Source: an optimization exercise on an open RTL-to-GDS flow (aim: small area, a short achievable clock period and few clock cycles per item). Production flows keep margins and buffers that such runs may drop.
The RTL was checked by simulation tests, not by an equivalence proof against the original design.

## rational_arithmetic_unit
module rational_arithmetic_unit #(
  parameter int unsigned WIDTH = 32
) (
  input  logic              clk_i,
  input  logic              rst_ni,
  input  logic              in_valid,
  output logic              in_ready,
  input  logic [1:0]        in_action,
  input  logic [31:0]       in_a_num,
  input  logic [31:0]       in_a_den,
  input  logic [31:0]       in_b_num,
  input  logic [31:0]       in_b_den,
  output logic              out_valid,
  input  logic              out_ready,
  output logic [31:0]       out_res_num,
  output logic [31:0]       out_res_den,
  output logic              out_is_equal,
  output logic              out_bad_denominator
);
  localparam logic [1:0] K_NORM = 2'd0, K_EUC = 2'd1, K_DIV = 2'd2, K_MUL = 2'd3;
  localparam logic [2:0] L_NONE = 3'd0, L_AN = 3'd1, L_AD = 3'd2, L_BN = 3'd3,
                         L_BD = 3'd4, L_R1 = 3'd5;
  localparam logic [2:0] V_D = 3'd0, V_Q = 3'd1, V_X = 3'd2, V_R1 = 3'd3, V_R2 = 3'd4;
  localparam logic [1:0] M_ABS = 2'd0, M_SGN = 2'd1, M_ADDX = 2'd2;
  localparam logic [2:0] SA_NONE = 3'd0, SA_LD = 3'd1, SA_XOR = 3'd2, SA_LDG = 3'd3,
  ...
Size: ~4400 cells after synthesis, about 200 I/O pins, about 0.028 sq mm of cells after synthesis.
Settings: LEC_CHECK=0, ABC_AREA=1, CAP_MARGIN=20, CORE_MARGIN=2, CORE_UTILIZATION=40, SETUP_SLACK_MARGIN=5, SLEW_MARGIN=20; clock period 12.0 ns.
run.sh (not shown) runs the stock make flow with config.mk's settings and CLKGATE_MAP_FILE= SYNTH_SCRIPT=/design/flow/synth_recipe.tcl, a recipe that flattens the netlist after the stock synthesis.
Testbench counts at the start, summed over its fixed seeds: cycles 67,703, items 960.
Next try:
--- a/flow/design.v
+++ b/flow/design.v
@@ -170,27 +170,15 @@
   rau_lzc u_lzx (.a_i(x_q), .lz_o(lzx));
   rau_lzc u_lzy (.a_i(y_q), .lz_o(lzy));
   assign ddiff  = {1'b0, lzy} - {1'b0, lzx};
   assign xshort = ddiff[6];
   assign xlong  = !ddiff[6] && (ddiff[5:0] != '0);
   assign yzero  = lzy[5];
   assign dsh    = ddiff[4:0] | 5'd1;
-  logic        ypow2, rsh;
-  logic [31:0] xrev, shq;
-  logic [32:0] shout;
-  assign ypow2 = ((y_q & (y_q - 32'd1)) == '0);
-  assign rsh   = (u_kind == K_DIV) && ypow2;
-  always_comb begin
-    for (int i = 0; i < 32; i++) begin
-      xrev[i] = x_q[31 - i];
-      shq[i]  = shout[31 - i];
-    end
-  end
-  assign shout  = (rsh ? {1'b0, xrev} : {1'b0, y_q}) << (rsh ? ~lzy[4:0] : dsh);
-  assign dalign = shout;
+  assign dalign = {1'b0, y_q} << dsh;
   logic       a_zero, b_zero;
   logic [2:0] dsel;
   assign a_zero = (in_a_den == '0);
   assign b_zero = (in_b_den == '0);
   always_comb begin
     if (run_q) begin
       dsel = u_dld;
@@ -252,15 +240,15 @@
   logic go, adv;
   assign go = !run_q && in_valid && (!ovalid_q || out_ready);
   logic euc_fast;
   assign euc_fast = dy_q && !xshort && (ddiff[5:1] == '0);
   always_comb begin
     unique case (u_kind)
       K_EUC:   adv = !ls_q && yzero;
-      K_DIV:   adv = ls_q ? last1 : (xshort || ypow2);
+      K_DIV:   adv = ls_q ? last1 : xshort;
       K_MUL:   adv = ls_q && mul_last;
       default: adv = 1'b1;
     endcase
   end
   always_ff @(posedge clk_i or negedge rst_ni) begin
     if (!rst_ni) begin
       run_q    <= 1'b0;
@@ -371,15 +359,15 @@
               x_q   <= x2;
               cnt_q <= cnt_q - 5'd2;
             end
           end
         end
         K_DIV: begin
           if (!ls_q) begin
-            q_q <= ypow2 ? shq : 32'd0;
+            q_q <= 32'd0;
             if (!xshort) begin
               d_q   <= dalign;
               cnt_q <= dsh;
             end
           end else begin
             x_q   <= x2;
             q_q   <= {q_q[29:0], ge, ge2};
Effect: Final area went down by 8.8%; cell count went down by 9.1%; via count went down by 8.6%; synthesized cell count went down by 7.8%.
Testbench counts after the change, summed over its fixed seeds: cycles 83,679, items 960.

-- port drivers added, routing unchanged --
Ports are ideal in the flow. The routed layouts listed here were re-timed in OpenROAD.
Step 1 sets driving cells, clkbuf_16 on the clock port and buf_2 on the other inputs (assumed; they add their load-dependent delay and slew).
Step 2, shift: input delay + t, output delay - t, t = (earliest + latest rising clock arrival at the registers) / 2. This alone moves slack from input paths to output paths.
a / b / c = ideal ports / drivers / drivers and shift; a / b = the first two.
run	t, ns	slack for setup (ns)	cell pins on the clock port's net
the first run	0.676	4.787 / 4.787 / 4.787	1
the second run	0.641	4.932 / 4.866 / 4.643	1
After both steps every run listed still meets setup and hold. The setup slack of the second run, which loses most, moves by -0.066 ns with the drivers and by -0.289 ns with both steps.
